Context: an optimization exercise on an open-source flow, tuned for small area, a short achievable clock period and few clock cycles per item. The choices shown serve that exercise and are no tape-out recipe.
RTL that was checked went through simulation tests only; none was proved equivalent to the original.
Power is estimated from default activity; no workload was simulated.

==> flow/design.v (excerpt) <==
module ospfb_top #(
  parameter int FFT_LEN = 32,
  parameter int DEC_FAC = 24,
  parameter int PTAPS   = 4,
  localparam int BR_W   = $clog2(FFT_LEN)
) (
  input  logic    clk,
  input  logic    rst_n,
  input  logic    in_valid,
  input  ospfb_pkg::sample_t in_data,
  output logic    in_ready,
  output logic    out_valid,
  output ospfb_pkg::out_t    out_data,
  output logic    out_last,
  output logic    out_sat,
  output logic    frame_start
);
For scale: about 4,900 cells after synthesis, roughly 2,800 flip-flops, ~42 I/O pins, ~0.072 mm² of cells after synthesis.
==> flow/config.mk <==
export PLATFORM = sky130hd
export DESIGN_NAME = ospfb_top
export DESIGN_NICKNAME = ospfb_top
export VERILOG_FILES = /design/flow/design.v
export SDC_FILE = /design/flow/constraint.sdc
export NUM_CORES = 4
export LEC_CHECK = 0
export ABC_CLOCK_PERIOD_IN_PS = 3000
export CAP_MARGIN = 20
export CORE_MARGIN = 2
export CORE_UTILIZATION = 45
export CTS_BUF_LIST = sky130_fd_sc_hd__clkbuf_8 sky130_fd_sc_hd__clkbuf_16
export CTS_CLUSTER_DIAMETER = 150
export CTS_CLUSTER_SIZE = 28
export SLEW_MARGIN = 20
==> flow/constraint.sdc <==
create_clock -name core_clock -period 9.0 [get_ports {clk}]
set_input_delay 1.8000 -clock core_clock [delete_from_list [all_inputs] [get_ports {clk}]]
set_output_delay 1.8000 -clock core_clock [all_outputs]
set_load 0.01 [all_outputs]
standard.sh (not shown) runs the stock make flow with config.mk's settings and CLKGATE_MAP_FILE= SYNTH_SCRIPT=/design/flow/synth_recipe.tcl, a recipe that flattens the netlist after the stock synthesis.
==> flow/flow/run.sh <==
#!/bin/bash
# Layout flow: the standard flow (standard.sh, unchanged synthesis) with
# two repair settings changed: timing repair aims below the clock period
# (a larger setup margin), and ports are buffered with buf_4 cells.
# make's full output goes to run_make.log in the work folder.
set -euo pipefail
cd "$(dirname "$0")/.."
MARGIN=${MARGIN:-5.9}
bash standard.sh \
  "SETUP_SLACK_MARGIN=${MARGIN}" \
  "BUFFER_PORTS_ARGS=-buffer_cell sky130_fd_sc_hd__buf_4" \
  finish > run_make.log 2>&1
test -f out/final.def
The first run ran to the end with no violations.
Testbench counts at the start, summed over its fixed seeds: cycles 12,528, items 12,288.
Then changed:
CORE_UTILIZATION = 40   (was 45)
CTS_BUF_LIST = not set   (was sky130_fd_sc_hd__clkbuf_8 sky130_fd_sc_hd__clkbuf_16)
=> The changed run completed without violations; final area rose by 0.60%; die area rose by 12%; worst setup slack gets worse by 0.029 ns; utilization drops by 5.2 points.
Then changed:
--- a/flow/flow/run.sh
+++ b/flow/flow/run.sh
@@ -7,3 +7,3 @@
 cd "$(dirname "$0")/.."
-MARGIN=${MARGIN:-5.9}
+MARGIN=${MARGIN:-6.2}
 bash standard.sh \
CORE_UTILIZATION = 45   (was 40)
After rerunning:
- The changed run passed the timing, design-rule and antenna checks
- clock skew fell by 0.027 ns
- wire length went down by 1.7%
- combinational power grows by about 3%
- sequential power barely changes
- first-iteration DRC count rises by 11%
- setup slack gets better by 0.032 ns
- design area hardly moves
- total power came out higher by 0.38%
Then changed:
--- a/flow/flow/run.sh
+++ b/flow/flow/run.sh
@@ -7,3 +7,3 @@
 cd "$(dirname "$0")/.."
-MARGIN=${MARGIN:-6.2}
+MARGIN=${MARGIN:-5.9}
 bash standard.sh \
ABC_CLOCK_PERIOD_IN_PS = 2500   (was 3000)
Effect: Utilization is lower by 0.33 points. Hold slack gets worse by 0.0076 ns. Total power came out lower by 0.88%. Clock skew came out lower by 0.012 ns. Maximum frequency is about the same. Cell count stays flat.
Then changed:
ABC_CLOCK_PERIOD_IN_PS = 3000   (was 2500)
CORE_UTILIZATION = 55   (was 45)
What happened:
- worst setup slack degrades by 0.015 ns
- core utilization grows by 11 points
- die area shrinks by 18%
- via count barely changes

* * *

Another version of the RTL of ospfb_top (not shown whole).
For scale: ~4900 cells after synthesis, ~2800 flip-flops, about 42 I/O pins, ~71000 um^2 of cells after synthesis.
==> flow/config.mk <==
export PLATFORM = sky130hd
export DESIGN_NAME = ospfb_top
export DESIGN_NICKNAME = ospfb_top
export VERILOG_FILES = /design/flow/design.v
export SDC_FILE = /design/flow/constraint.sdc
export NUM_CORES = 4
export LEC_CHECK = 0
export ABC_CLOCK_PERIOD_IN_PS = 3000
export CAP_MARGIN = 20
export CORE_MARGIN = 2
export CORE_UTILIZATION = 40
export CTS_CLUSTER_DIAMETER = 150
export CTS_CLUSTER_SIZE = 28
export SLEW_MARGIN = 20
==> flow/constraint.sdc <==
create_clock -name core_clock -period 9.0 [get_ports {clk}]
set_input_delay 1.8000 -clock core_clock [delete_from_list [all_inputs] [get_ports {clk}]]
set_output_delay 1.8000 -clock core_clock [all_outputs]
set_load 0.01 [all_outputs]
==> flow/flow/run.sh <==
#!/bin/bash
# Layout flow: the standard flow (standard.sh, unchanged synthesis) with
# two repair settings changed: timing repair aims below the clock period
# (a larger setup margin), and ports are buffered with buf_4 cells.
# make's full output goes to run_make.log in the work folder.
set -euo pipefail
cd "$(dirname "$0")/.."
MARGIN=${MARGIN:-5.8}
bash standard.sh \
  "SETUP_SLACK_MARGIN=${MARGIN}" \
  "BUFFER_PORTS_ARGS=-buffer_cell sky130_fd_sc_hd__buf_4" \
  finish > run_make.log 2>&1
test -f out/final.def
Testbench counts at the start, summed over its fixed seeds: cycles 12,520, items 12,288.
Then changed:
--- a/flow/flow/run.sh
+++ b/flow/flow/run.sh
@@ -8 +8 @@
-MARGIN=${MARGIN:-5.8}
+MARGIN=${MARGIN:-5.9}
Settings changed: CTS_CLUSTER_DIAMETER 150 to 100.
Routed wire length is higher by 0.91%.
Sequential cell count stays the same.
Synthesized cell count does not change.
Total power is higher by about 0.9%.
Then changed:
--- a/flow/flow/run.sh
+++ b/flow/flow/run.sh
@@ -8 +8 @@
-MARGIN=${MARGIN:-5.9}
+MARGIN=${MARGIN:-6.0}
Settings changed: CTS_CLUSTER_DIAMETER 100 to 150.
Effect: The changed run passed the timing, design-rule and antenna checks. Routed wire length is about the same. Die area stays the same. Critical path depth does not change. Synthesized area is unchanged. Cell area hardly moves. Cell count is about the same. Combinational power barely changes.
Then changed:
--- a/flow/flow/run.sh
+++ b/flow/flow/run.sh
@@ -8 +8 @@
-MARGIN=${MARGIN:-6.0}
+MARGIN=${MARGIN:-5.9}
Settings changed: CTS_CLUSTER_DIAMETER 150 to 80, CTS_CLUSTER_SIZE 28 to 20.
=> The new run completed without violations. Maximum frequency falls by 0.60%. Total power goes up by 5.4%. Setup slack degrades by 19 ps. Combinational power stays flat.

* * *

before:
ospfb_top, a different RTL version from the one above (not shown whole).
Size in the first run: roughly 2800 flip-flops, about 42 I/O pins, about 77000 µm² of cells after synthesis.
==> flow/design.v (excerpt) <==
module ospfb_top #(
  parameter int FFT_LEN = 32,
  parameter int DEC_FAC = 24,
  parameter int PTAPS   = 4,
  localparam int BR_W   = $clog2(FFT_LEN)
) (
  input  logic    clk,
  input  logic    rst_n,
  input  logic    in_valid,
  input  ospfb_pkg::sample_t in_data,
  output logic    in_ready,
  output logic    out_valid,
  output ospfb_pkg::out_t    out_data,
  output logic    out_last,
  output logic    out_sat,
  output logic    frame_start
);
export LEC_CHECK = 0
export ABC_CLOCK_PERIOD_IN_PS = 3000
export CAP_MARGIN = 20
export CORE_MARGIN = 2
export CORE_UTILIZATION = 40
export CTS_CLUSTER_DIAMETER = 150
export CTS_CLUSTER_SIZE = 24
export SLEW_MARGIN = 20
create_clock -name core_clock -period 9.0 [get_ports {clk}]
==> flow/flow/run.sh <==
#!/bin/bash
# Layout flow: the standard flow (standard.sh, unchanged synthesis) with
# two repair settings changed: timing repair aims below the clock period
# (a larger setup margin), and ports are buffered with buf_4 cells.
# make's full output goes to run_make.log in the work folder.
set -euo pipefail
cd "$(dirname "$0")/.."
MARGIN=${MARGIN:-5.8}
bash standard.sh \
  "SETUP_SLACK_MARGIN=${MARGIN}" \
  "BUFFER_PORTS_ARGS=-buffer_cell sky130_fd_sc_hd__buf_4" \
  finish > run_make.log 2>&1
test -f out/final.def
Setup changes, before to after
diff --git a/flow/flow/run.sh b/flow/flow/run.sh
--- a/flow/flow/run.sh
+++ b/flow/flow/run.sh
@@ -8 +8 @@
-MARGIN=${MARGIN:-5.8}
+MARGIN=${MARGIN:-5.9}
==> comparison <==
after: fraction of layout cells with a size suffix above 1 is 0.21 points higher than what before reported. Looking at after and before, the leakage power is a wash. after vs. before: post-detailed-placement cell area neither gained nor lost much, via count neither gained nor lost much.
No functional check of the RTL was part of any run of this note.

* * *

ospfb_top, a different RTL version from the one above (not shown whole).
For scale: about 2800 flip-flops, roughly 42 I/O pins, roughly 74000 sq um of cells after synthesis.
==> flow/design.v (excerpt) <==
module ospfb_top #(
  parameter int FFT_LEN = 32,
  parameter int DEC_FAC = 24,
  parameter int PTAPS   = 4,
  localparam int BR_W   = $clog2(FFT_LEN)
) (
  input  logic    clk,
  input  logic    rst_n,
  input  logic    in_valid,
  input  ospfb_pkg::sample_t in_data,
  output logic    in_ready,
  output logic    out_valid,
  output ospfb_pkg::out_t    out_data,
  output logic    out_last,
  output logic    out_sat,
  output logic    frame_start
);
==> flow/config.mk <==
export PLATFORM = sky130hd
export DESIGN_NAME = ospfb_top
export DESIGN_NICKNAME = ospfb_top
export VERILOG_FILES = /design/flow/design.v
export SDC_FILE = /design/flow/constraint.sdc
export NUM_CORES = 4
export LEC_CHECK = 0
export ABC_CLOCK_PERIOD_IN_PS = 3000
export CAP_MARGIN = 20
export CORE_MARGIN = 2
export CORE_UTILIZATION = 70
export CTS_CLUSTER_DIAMETER = 150
export CTS_CLUSTER_SIZE = 28
export PLACE_DENSITY = 0.75
export SLEW_MARGIN = 20
==> flow/constraint.sdc <==
create_clock -name core_clock -period 9.0 [get_ports {clk}]
set_input_delay 1.8000 -clock core_clock [delete_from_list [all_inputs] [get_ports {clk}]]
set_output_delay 1.8000 -clock core_clock [all_outputs]
set_load 0.01 [all_outputs]
==> flow/flow/run.sh <==
#!/bin/bash
# Layout flow: the standard flow (standard.sh, unchanged synthesis) with
# two repair settings changed: timing repair aims below the clock period
# (a larger setup margin), and ports are buffered with buf_4 cells.
# make's full output goes to run_make.log in the work folder.
set -euo pipefail
cd "$(dirname "$0")/.."
MARGIN=${MARGIN:-5.9}
bash standard.sh \
  "SETUP_SLACK_MARGIN=${MARGIN}" \
  "BUFFER_PORTS_ARGS=-buffer_cell sky130_fd_sc_hd__buf_4" \
  finish > run_make.log 2>&1
test -f out/final.def
The baseline completed without violations.
Then changed:
- CORE_UTILIZATION: 70 -> 60
- PLACE_DENSITY: 0.75 -> not set
Effect: Final cell count goes up by a few percent; combinational power goes down by a few percent; worst hold slack improved by 0.040 ns; critical path depth stays the same; global-route usage goes down by 4.6 points; wire length goes down by a little under a tenth; sequential share of layout area goes down by 0.11 points; total power goes down slightly; die area goes up by about a fifth; design area stays flat.
Function was not checked in any run of this note: the RTL went through the layout flow alone.

separate check: timing with driven ports:
In the flow no input, the clock included, has a driving cell. The finished layouts below were timed again as built, in two steps.
Step 1 (the two cells are an assumption about what drives the block):
set clk [get_ports {clk}]
set_driving_cell -lib_cell sky130_fd_sc_hd__clkbuf_16 $clk
set_driving_cell -lib_cell sky130_fd_sc_hd__buf_2 [delete_from_list [all_inputs] $clk]
Step 2, shift: input delay + t, output delay - t, t = (earliest + latest rising clock arrival at the registers) / 2. This alone moves slack from input paths to output paths.
Slacks: ideal ports / drivers / drivers and shift; pairs: ideal ports / drivers.
run	shift t [ns]	setup slack, ns	worst setup path after step 2	worst slew at a driven data input, ns	pins driven straight from the clock port
the first run of note 1	0.803	5.921 / 5.846 / 5.789	input to register	0.03	1
the second run of note 1	0.835	5.891 / 5.818 / 5.760	input to register	0.04	1
the third run of note 1	0.802	5.923 / 5.851 / 5.771	input to register	0.04	1
the fourth run of note 1	0.803	5.923 / 5.848 / 5.788	input to register	0.03	1
the fifth run of note 1	0.805	5.908 / 5.839 / 5.802	input to register	0.03	1
the first run of note 2	0.825	5.886 / 5.812 / 5.529	input to register	0.05	1
the second run of note 2	0.837	5.859 / 5.783 / 5.518	input to register	0.06	1
the third run of note 2	0.841	5.855 / 5.781 / 5.519	input to register	0.05	1
the fourth run of note 2	0.877	5.836 / 5.756 / 5.510	input to register	0.06	1
before	0.857	5.669 / 5.669 / 5.517	input to register	0.04	1
after	0.859	5.666 / 5.666 / 5.666	register to register	0.04	1
the first run of note 4	0.824	5.797 / 5.797 / 5.559	input to register	0.05	1
the second run of note 4	0.813	5.819 / 5.819 / 5.496	input to register	0.03	1
After both steps every run listed still meets setup and hold. For the first run of note 2, which loses most, drivers alone change the setup slack by -0.074 ns; drivers and shift together by -0.357 ns.
